What follows belongs to an exercise in optimizing a design on an open flow for small area, a short achievable clock period and few clock cycles; a production flow would make more cautious choices.
Only simulation tests tie the RTL to the original design; equivalence was not proved.
Power figures rest on the tool's default switching activity, not on a simulated workload.

==> job 5966 <==
==> flow/design.v <==
package rcsd_pkg;
  localparam logic [7:0] UNKNOWN_SYMBOL = 8'd88;
  localparam logic [1:0] PH_COUNT = 2'd0;
  localparam logic [1:0] PH_WIDTH = 2'd1;
  localparam logic [1:0] PH_SYMS  = 2'd2;
  localparam logic [1:0] PH_BITS  = 2'd3;
endpackage
module rcsd_datapath (
  input  logic              clk,
  input  logic              wr_en,
  input  logic [7:0]        wr_data,
  input  logic [5:0]        rd_addr,
  output logic [3:0][7:0]   rd_quarter
);
  logic [255:0][7:0] ring;
  logic [255:0][7:0] rot;
  logic [7:0]        sel_lo;
  logic [7:0]        sel_hi;
  always_ff @(posedge clk) begin
    ring <= {ring[254:0], wr_en ? wr_data : ring[255]};
  end
  assign rot = {ring[1:0], ring[255:2]};
  logic [63:0] sel;
  always_comb begin
    sel = 64'b1 << rd_addr;
    for (int g = 0; g < 4; g++) begin
      rd_quarter[g] = '0;
      for (int i = 0; i < 64; i++) begin
        rd_quarter[g] = rd_quarter[g] | (rot[g * 64 + i] & {8{sel[i]}});
      end
    end
  end
endmodule
module rank_code_stream_decoder_unit
#(
  parameter int MAX_SYMBOLS = 255,
  parameter int MAX_WIDTH   = 4
) (
  input  logic       clk,
  input  logic       rst_n,
  input  logic       in_valid,
  output logic       in_ready,
  input  logic [7:0] in_stream_byte,
  output logic       out_valid,
  input  logic       out_ready,
  output logic [7:0] out_symbol,
  output logic       out_unknown_code,
  output logic       out_end_of_frame,
  output logic       out_last
);
  logic [7:0]  fb [4];
  logic [3:0]  fgt;
  logic        in_rdy_r;
  logic [1:0]  phase;
  logic [7:0]  cnt;         
  logic [2:0]  wid;         
  logic [7:0]  k1;          
  logic        sym_first;   
  logic [7:0]  ac;          
  logic [7:0]  sl;          
  logic [1:0]  zc;          
  logic [7:0]  z1;          
  logic [2:0]  bp;          
  logic [11:1] pw_oh;       
  logic        term_r;      
  logic        l1_v;
  logic [7:0]  l1_addr;
  logic        l1_known;
  logic        l1_hdr;      
  logic        l1_slow;     
  logic        l2_v;
  logic [3:0][7:0] l2_q;
  logic [1:0]  l2_hi;
  logic        l2_known;
  logic        l2_hdr;
  logic        l2_slow;
  logic        l2_lastp;
  logic        o_v;
  logic [7:0]  o_sym;
  logic        o_unk;
  logic        o_eof;
  logic        o_last;
  logic        s_v;
  logic [7:0]  s_sym;
  logic        s_unk;
  logic        s_eof;
  logic        s_last;
  logic        tbl_wr;
  logic [3:0][7:0] tbl_quarter;
  rcsd_datapath u_table (
    .clk        (clk),
    .wr_en      (tbl_wr),
    .wr_data    (fb[0]),
    .rd_addr    (l1_addr[5:0]),
    .rd_quarter (tbl_quarter)
  );
  logic [35:0] win;
  logic [3:0]  wmask;
  logic [3:0]  lp    [12];
  logic [3:0]  shp   [12];    
  logic [3:0]  ndp   [12];    
  logic [3:0]  len_f;
  logic [6:0]  off_f;
  logic [3:1]  shge;
  logic [3:1]  ndge;
  logic [3:0]  pw_bin;
  logic [2:0]  bp_nxt;
  logic [7:0]  rank1;       
  logic [8:0]  diff;        
  logic        known_c;
  logic        tpred;       
  logic        complete;
  always_comb begin
    win   = {4'b0, fb[0], fb[1], fb[2], fb[3]};
    unique case (wid)
      3'd1:    wmask = 4'b0001;
      3'd2:    wmask = 4'b0011;
      3'd3:    wmask = 4'b0111;
      default: wmask = 4'b1111;
    endcase
    lp[0]  = '0;
    shp[0] = '0;
    ndp[0] = '0;
    for (int p = 1; p < 12; p++) begin
      lp[p] = win[35 - p -: 4] & wmask;
      for (int m = 0; m < 4; m++) begin
        shp[p][m] = (5'(p) + 5'(lp[p])) >= 5'(8 * m);
        ndp[p][m] = (5'(p) + 5'(lp[p])) >= 5'(8 * m + 1);
      end
    end
    len_f = '0;
    off_f = '0;
    shge  = '0;
    ndge  = '0;
    pw_bin = '0;
    for (int p = 1; p < 12; p++) begin
      if (pw_oh[p]) begin
        len_f  = len_f | lp[p];
        shge   = shge | shp[p][3:1];
        ndge   = ndge | ndp[p][3:1];
        pw_bin = pw_bin | 4'(p);
        for (int k = 0; k < 7; k++) begin
          off_f[k] = off_f[k] | win[31 - p - k];
        end
      end
    end
    bp_nxt = pw_bin[2:0] + len_f[2:0];
    for (int k = 0; k < 8; k++) begin
      rank1[k] = (len_f == 4'(k)) || ((len_f > 4'(k)) && (k < 7) && off_f[k > 6 ? 6 : k]);
    end
    diff     = {1'b0, cnt} - {1'b0, rank1};
    known_c  = !len_f[3] && !diff[8];
    tpred    = (zc == 2'd1) && !len_f[3] && (rank1 == z1);
    complete = fgt[0] && (!ndge[1] || fgt[1]) && (!ndge[2] || fgt[2]) && (!ndge[3] || fgt[3]);
  end
  logic        slow;
  logic        l2_move;
  logic        l1_move;
  logic        l1_free;
  logic        o_free;
  logic        term_l;
  logic        content;
  logic        issue;
  logic        hb;          
  logic [7:0]  c_byte;
  logic [7:0]  w_byte;
  logic        have_c;
  logic        have_w;
  logic        cnt_go;      
  logic        wid_go;      
  logic        sym_go;      
  logic        hdr_final;
  logic        hdr_emit;    
  logic [1:0]  hdr_sh;
  logic [3:0]  sh_oh;
  logic        take;
  logic [3:0]  fgt_mid;
  logic [3:0]  fgt_nxt;
  logic [7:0]  tbl_q;
  logic [7:0]  res_sym;
  logic        res_unk;
  logic        res_eof;
  logic        res_last;
  always_comb begin
    slow    = (zc == 2'd2);
    take    = in_valid && in_rdy_r;
    o_free  = !o_v || out_ready;
    l2_move = l2_v && !s_v;
    l1_move = l1_v && (!l2_v || !s_v);
    l1_free = !l1_v || !l2_v || !s_v;
    tbl_q    = l2_q[l2_hi];
    res_sym  = l2_known ? tbl_q : rcsd_pkg::UNKNOWN_SYMBOL;
    res_unk  = !l2_known;
    res_eof  = l2_hdr || (l2_known && (tbl_q == 8'd0));
    res_last = res_eof || l2_lastp;
    term_l   = l2_move && l2_slow && !l2_hdr && l2_known && (tbl_q == 8'd0);
    hb     = term_r && (bp != 3'd0);
    c_byte = hb ? fb[1] : fb[0];
    w_byte = hb ? fb[2] : fb[1];
    have_c = hb ? fgt[1] : fgt[0];
    have_w = hb ? fgt[2] : fgt[1];
    cnt_go = (term_r || phase == rcsd_pkg::PH_COUNT) && have_c;
    wid_go = (cnt_go && (c_byte != 8'd0) && have_w) ||
             (!term_r && phase == rcsd_pkg::PH_WIDTH && fgt[0]);
    sym_go = !term_r && phase == rcsd_pkg::PH_SYMS && fgt[0] && !l1_v &&
             (sym_first || sl == 8'd0);
    hdr_final = (k1 == cnt);
    hdr_emit  = sym_go && hdr_final && (wid == 3'd0);
    tbl_wr    = sym_go;
    if (cnt_go) begin
      hdr_sh = 2'(hb) + ((c_byte != 8'd0 && have_w) ? 2'd2 : 2'd1);
    end else if (term_r) begin
      hdr_sh = 2'(hb);
    end else begin
      hdr_sh = 2'(wid_go || sym_go);
    end
    content = (phase == rcsd_pkg::PH_BITS) && !term_r;
    issue   = content && complete && (slow ? (!l1_v && !l2_v) : l1_free);
    if (content) begin
      sh_oh = !issue   ? 4'b0001 :
              shge[3]  ? 4'b1000 :
              shge[2]  ? 4'b0100 :
              shge[1]  ? 4'b0010 : 4'b0001;
    end else begin
      sh_oh = 4'b0001 << hdr_sh;
    end
    for (int k = 0; k < 4; k++) begin
      fgt_mid[k] = 1'b0;
      for (int s = 0; s < 4; s++) begin
        if (k + s < 4) fgt_mid[k] = fgt_mid[k] | (sh_oh[s] & fgt[(k + s) & 3]);
      end
    end
    fgt_nxt[0] = fgt_mid[0] | take;
    for (int k = 1; k < 4; k++) begin
      fgt_nxt[k] = fgt_mid[k] | (take & fgt_mid[k - 1]);
    end
  end
  always_ff @(posedge clk) begin
    for (int j = 0; j < 4; j++) begin
      logic [7:0] nb;
      nb = '0;
      for (int s = 0; s < 4; s++) begin
        if (sh_oh[s]) begin
          nb = nb | ((j + s < 4 && fgt[(j + s) & 3]) ? fb[(j + s) & 3] : in_stream_byte);
        end
      end
      fb[j] <= nb;
    end
  end
  always_ff @(posedge clk) begin
    if (!rst_n) begin
      fgt      <= 4'd0;
      in_rdy_r <= 1'b1;
    end else begin
      fgt      <= fgt_nxt;
      in_rdy_r <= !fgt_nxt[3];
    end
  end
  always_ff @(posedge clk) begin
    if (!rst_n) begin
      phase  <= rcsd_pkg::PH_COUNT;
      term_r <= 1'b0;
    end else begin
      term_r <= (issue && tpred && !slow) || term_l;
      if (cnt_go) begin
        phase <= (c_byte == 8'd0) ? rcsd_pkg::PH_COUNT :
                 have_w           ? rcsd_pkg::PH_SYMS : rcsd_pkg::PH_WIDTH;
      end else if (term_r) begin
        phase <= rcsd_pkg::PH_COUNT;
      end else if (wid_go) begin
        phase <= rcsd_pkg::PH_SYMS;
      end else if (sym_go && hdr_final) begin
        phase <= (wid == 3'd0) ? rcsd_pkg::PH_COUNT : rcsd_pkg::PH_BITS;
      end
    end
  end
  always_ff @(posedge clk) begin
    if (cnt_go) begin
      cnt <= c_byte;
    end
    if (wid_go) begin
      wid       <= (cnt_go ? w_byte : fb[0]) > 8'd4 ? 3'd4 : (cnt_go ? w_byte[2:0] : fb[0][2:0]);
      k1        <= 8'd1;
      sym_first <= 1'b1;
      zc        <= 2'd0;
    end else if (sym_go) begin
      k1        <= k1 + 8'd1;
      sym_first <= 1'b0;
      if (fb[0] == 8'd0) begin
        if (zc == 2'd0) z1 <= k1;
        if (zc != 2'd2) zc <= zc + 2'd1;
      end
    end
    if (sym_go && sym_first) begin
      ac <= 8'd0;
      sl <= 8'd0;
    end else begin
      ac <= ac + 8'd1;
      sl <= sl + 8'(!sym_go);
    end
    if (sym_go && hdr_final) begin
      bp    <= 3'd0;
      pw_oh <= 11'b1 << (wid - 3'd1);
    end else if (issue) begin
      bp    <= bp_nxt;
      pw_oh <= 11'b1 << ({1'b0, bp_nxt} + {1'b0, wid} - 4'd1);
    end
  end
  always_ff @(posedge clk) begin
    if (!rst_n) begin
      l1_v <= 1'b0;
    end else if (hdr_emit || issue) begin
      l1_v <= 1'b1;
    end else if (l1_move) begin
      l1_v <= 1'b0;
    end
  end
  always_ff @(posedge clk) begin
    if (hdr_emit) begin
      l1_addr  <= sym_first ? 8'd254 : ac - 8'd1;
      l1_known <= 1'b1;
      l1_hdr   <= 1'b1;
      l1_slow  <= 1'b0;
    end else if (issue) begin
      l1_addr  <= ac - rank1;
      l1_known <= known_c;
      l1_hdr   <= 1'b0;
      l1_slow  <= slow;
    end else begin
      l1_addr  <= l1_addr + 8'd1;
    end
  end
  always_ff @(posedge clk) begin
    if (!rst_n) begin
      l2_v <= 1'b0;
    end else if (l1_move) begin
      l2_v <= 1'b1;
    end else if (l2_move) begin
      l2_v <= 1'b0;
    end
  end
  always_ff @(posedge clk) begin
    if (l1_move) begin
      l2_q     <= tbl_quarter;
      l2_hi    <= l1_addr[7:6];
      l2_known <= l1_known;
      l2_hdr   <= l1_hdr;
      l2_slow  <= l1_slow;
      l2_lastp <= (bp == 3'd0) || ndge[1];
    end
  end
  always_ff @(posedge clk) begin
    if (!rst_n) begin
      o_v <= 1'b0;
      s_v <= 1'b0;
    end else begin
      if (o_free) begin
        o_v <= s_v || l2_move;
        s_v <= 1'b0;
      end else if (l2_move) begin
        s_v <= 1'b1;
      end
    end
  end
  always_ff @(posedge clk) begin
    if (o_free) begin
      o_sym  <= s_v ? s_sym  : res_sym;
      o_unk  <= s_v ? s_unk  : res_unk;
      o_eof  <= s_v ? s_eof  : res_eof;
      o_last <= s_v ? s_last : res_last;
    end
    if (!s_v) begin
      s_sym  <= res_sym;
      s_unk  <= res_unk;
      s_eof  <= res_eof;
      s_last <= res_last;
    end
  end
  assign in_ready         = in_rdy_r;
  assign out_valid        = o_v;
  assign out_symbol       = o_sym;
  assign out_unknown_code = o_unk;
  assign out_end_of_frame = o_eof;
  assign out_last         = o_last;
endmodule
==> flow/run.sh <==
#!/bin/bash
# synth_recipe.tcl (not shown) runs the flow's synth.tcl, then flattens the netlist and writes it again
# the make line also repeats each setting of config.mk as NAME=value (left out here)
make -C /OpenROAD-flow-scripts/flow DESIGN_CONFIG=/design/flow/config.mk WORK_HOME=/design/flow/orfs CLKGATE_MAP_FILE= SYNTH_SCRIPT=/design/flow/synth_recipe.tcl finish
==> flow/config.mk <==
export PLATFORM = sky130hd
export DESIGN_NAME = rank_code_stream_decoder_unit
export DESIGN_NICKNAME = rank_code_stream_decoder_unit
export VERILOG_FILES = /design/flow/design.v
export SDC_FILE = /design/flow/constraint.sdc
export NUM_CORES = 4
export LEC_CHECK = 0
export ABC_CLOCK_PERIOD_IN_PS = 3000
export CAP_MARGIN = 20
export CORE_MARGIN = 2
export CORE_UTILIZATION = 40
export SETUP_SLACK_MARGIN = 4.0
export SLEW_MARGIN = 20
==> flow/constraint.sdc <==
create_clock -name core_clock -period 7.0 [get_ports {clk}]
set_input_delay 1.4000 -clock core_clock [delete_from_list [all_inputs] [get_ports {clk}]]
set_output_delay 1.4000 -clock core_clock [all_outputs]
set_load 0.01 [all_outputs]
==> job 7500 (differences from job 5966) <==
--- a/flow/design.v
+++ b/flow/design.v
@@ -50,4 +50,6 @@
 );
-  logic [7:0]  fb [4];
-  logic [3:0]  fgt;
+  logic [7:0]  ib;
+  logic        ib_v;
+  logic [7:0]  fb [5];
+  logic [4:0]  fgt;
   logic        in_rdy_r;
@@ -56,2 +58,3 @@
   logic [2:0]  wid;         
+  logic [3:0]  wmask;       
   logic [7:0]  k1;          
@@ -96,4 +99,13 @@
   );
+  function automatic logic ge_lut(input logic [3:0] v, input int t);
+    logic [15:0] m;
+    for (int i = 0; i < 16; i++) m[i] = (i >= t);
+    ge_lut = m[v];
+  endfunction
+  function automatic logic [2:0] mod8_lut(input logic [2:0] v, input int c);
+    logic [7:0][2:0] m;
+    for (int i = 0; i < 8; i++) m[i] = 3'((i + c) % 8);
+    mod8_lut = m[v];
+  endfunction
   logic [35:0] win;
-  logic [3:0]  wmask;
   logic [3:0]  lp    [12];
@@ -101,2 +113,3 @@
   logic [3:0]  ndp   [12];    
+  logic [2:0]  bpp   [12];    
   logic [3:0]  len_f;
@@ -105,4 +118,4 @@
   logic [3:1]  ndge;
-  logic [3:0]  pw_bin;
   logic [2:0]  bp_nxt;
+  logic [11:0] pw_nxt;
   logic [7:0]  rank1;       
@@ -114,8 +127,2 @@
     win   = {4'b0, fb[0], fb[1], fb[2], fb[3]};
-    unique case (wid)
-      3'd1:    wmask = 4'b0001;
-      3'd2:    wmask = 4'b0011;
-      3'd3:    wmask = 4'b0111;
-      default: wmask = 4'b1111;
-    endcase
     lp[0]  = '0;
@@ -123,2 +130,3 @@
     ndp[0] = '0;
+    bpp[0] = '0;
     for (int p = 1; p < 12; p++) begin
@@ -126,11 +134,12 @@
       for (int m = 0; m < 4; m++) begin
-        shp[p][m] = (5'(p) + 5'(lp[p])) >= 5'(8 * m);
-        ndp[p][m] = (5'(p) + 5'(lp[p])) >= 5'(8 * m + 1);
+        shp[p][m] = ge_lut(lp[p], 8 * m - p);
+        ndp[p][m] = ge_lut(lp[p], 8 * m + 1 - p);
       end
+      bpp[p] = mod8_lut(lp[p][2:0], p);
     end
-    len_f = '0;
-    off_f = '0;
-    shge  = '0;
-    ndge  = '0;
-    pw_bin = '0;
+    len_f  = '0;
+    off_f  = '0;
+    shge   = '0;
+    ndge   = '0;
+    bp_nxt = '0;
     for (int p = 1; p < 12; p++) begin
@@ -140,3 +149,3 @@
         ndge   = ndge | ndp[p][3:1];
-        pw_bin = pw_bin | 4'(p);
+        bp_nxt = bp_nxt | bpp[p];
         for (int k = 0; k < 7; k++) begin
@@ -146,3 +155,3 @@
     end
-    bp_nxt = pw_bin[2:0] + len_f[2:0];
+    pw_nxt = {4'b0, 8'b1 << bp_nxt} << wid;
     for (int k = 0; k < 8; k++) begin
@@ -176,4 +185,4 @@
   logic        take;
-  logic [3:0]  fgt_mid;
-  logic [3:0]  fgt_nxt;
+  logic [4:0]  fgt_mid;
+  logic [4:0]  fgt_nxt;
   logic [7:0]  tbl_q;
@@ -226,11 +235,11 @@
     end
-    for (int k = 0; k < 4; k++) begin
+    for (int k = 0; k < 5; k++) begin
       fgt_mid[k] = 1'b0;
       for (int s = 0; s < 4; s++) begin
-        if (k + s < 4) fgt_mid[k] = fgt_mid[k] | (sh_oh[s] & fgt[(k + s) & 3]);
+        if (k + s < 5) fgt_mid[k] = fgt_mid[k] | (sh_oh[s] & fgt[(k + s) % 5]);
       end
     end
-    fgt_nxt[0] = fgt_mid[0] | take;
-    for (int k = 1; k < 4; k++) begin
-      fgt_nxt[k] = fgt_mid[k] | (take & fgt_mid[k - 1]);
+    fgt_nxt[0] = fgt_mid[0] | ib_v;
+    for (int k = 1; k < 5; k++) begin
+      fgt_nxt[k] = fgt_mid[k] | (ib_v & fgt_mid[k - 1]);
     end
@@ -238,3 +247,3 @@
   always_ff @(posedge clk) begin
-    for (int j = 0; j < 4; j++) begin
+    for (int j = 0; j < 5; j++) begin
       logic [7:0] nb;
@@ -243,3 +252,3 @@
         if (sh_oh[s]) begin
-          nb = nb | ((j + s < 4 && fgt[(j + s) & 3]) ? fb[(j + s) & 3] : in_stream_byte);
+          nb = nb | ((j + s < 5 && fgt[(j + s) % 5]) ? fb[(j + s) % 5] : ib);
         end
@@ -250,8 +259,13 @@
   always_ff @(posedge clk) begin
+    ib <= in_stream_byte;
+  end
+  always_ff @(posedge clk) begin
     if (!rst_n) begin
-      fgt      <= 4'd0;
+      ib_v     <= 1'b0;
+      fgt      <= 5'd0;
       in_rdy_r <= 1'b1;
     end else begin
+      ib_v     <= take;
       fgt      <= fgt_nxt;
-      in_rdy_r <= !fgt_nxt[3];
+      in_rdy_r <= !(fgt_nxt[4] || (take && fgt_nxt[3]));
     end
@@ -282,2 +296,4 @@
       wid       <= (cnt_go ? w_byte : fb[0]) > 8'd4 ? 3'd4 : (cnt_go ? w_byte[2:0] : fb[0][2:0]);
+      wmask     <= (cnt_go ? w_byte : fb[0]) > 8'd3 ? 4'b1111 :
+                   4'((5'b1 << (cnt_go ? w_byte[1:0] : fb[0][1:0])) - 5'd1);
       k1        <= 8'd1;
@@ -305,3 +321,3 @@
       bp    <= bp_nxt;
-      pw_oh <= 11'b1 << ({1'b0, bp_nxt} + {1'b0, wid} - 4'd1);
+      pw_oh <= pw_nxt[11:1];
     end
ABC_CLOCK_PERIOD_IN_PS = 1500   (was 3000)
SETUP_SLACK_MARGIN = 4.6   (was 4.0)
==> comparison table <==
Slowest-stage cell, CP: job 5966 sky130_fd_sc_hd__or4b_4; job 7500 sky130_fd_sc_hd__o41ai_4
Total die area: job 5966 160,000 um2; job 7500 161,000 um2
Total met2 wirelength after detailed routing: job 5966 105,000 um; job 7500 105,000 um
Final cell count without fillers: job 5966 7,214; job 7500 7,371
Number of cells upsized or downsized after cts: job 5966 256; job 7500 377
Met1 GRT Util: job 5966 37.1%; job 7500 38.6%
Total area of multi-input combinational cells: job 5966 17,600 um2; job 7500 18,100 um2
Min-delay src: job 5966 u_table.ring[2015]; job 7500 u_table.ring[214]
Routed metal-1 wirelength: job 5966 92,900 um; job 7500 96,000 um
Non-Clock Buffer Area Fraction: job 5966 4.41%; job 7500 5.21%
Met3 track demand over resource in global routing: job 5966 6.66%; job 7500 7.50%
Crit-path max FO: job 5966 7; job 7500 4
Clock-pin transition on the worst setup and hold timing paths: job 5966 0.06 ns; job 7500 0.07 ns
Effective utilization at floorplan: job 5966 40.2%; job 7500 40.4%
TritonCTS Buffers: job 5966 199; job 7500 202
Count of fill cells added during filler insertion: job 5966 13.4k; job 7500 13.2k
Internal power: job 5966 20.4 mW; job 7500 20.2 mW
Clock network fraction of total power: job 5966 40.0%; job 7500 43.9%
Post-route worst setup slack: job 5966 2.48 ns; job 7500 3.67 ns
Fraction of the mapped netlist area in adder cells: job 5966 1.23%; job 7500 0.882%
Total wire length after detailed routing: job 5966 238,000 um; job 7500 243,000 um
Seq cells post-synth: job 5966 2,223; job 7500 2,245
Status: job 5966 finished clean; job 7500 finished clean
Placed wire-length estimate: job 5966 134,000 um; job 7500 131,000 um
Crit path arrival time: job 5966 5.19 ns; job 7500 4.01 ns
Power Combinational: job 5966 3.52 mW; job 7500 1.66 mW
Testbench counts of job 5966, summed over its fixed seeds: cycles 22,743.
Testbench counts of job 7500, summed over its fixed seeds: cycles 22,751.

## re-timing with driven ports
Ports are ideal in the flow. The routed layouts listed here were re-timed in OpenROAD. Step 1 (the two cells are an assumption about what drives the block):
set clk [get_ports {clk}]
set_driving_cell -lib_cell sky130_fd_sc_hd__clkbuf_16 $clk
set_driving_cell -lib_cell sky130_fd_sc_hd__buf_2 [delete_from_list [all_inputs] $clk]
Step 2 adds t to the input delays and takes it off the output delays; t is the mean of the earliest and latest rising clock arrival at the registers after step 1. Input paths then give back, and output paths get back, about the clock's delay inside the block. Slacks: ideal ports / drivers / drivers and shift; pairs: ideal ports / drivers.
run	t, ns	setup WS [ns]	worst setup path after step 2	worst data-port slew with drivers (ns)	pins driven straight from the clock port
job 5966	0.891	2.476 / 2.476 / 2.476	register to register	0.09	1
job 7500	0.927	3.674 / 3.674 / 3.674	register to register	0.05	1
After both steps setup and hold are still met in every run listed.
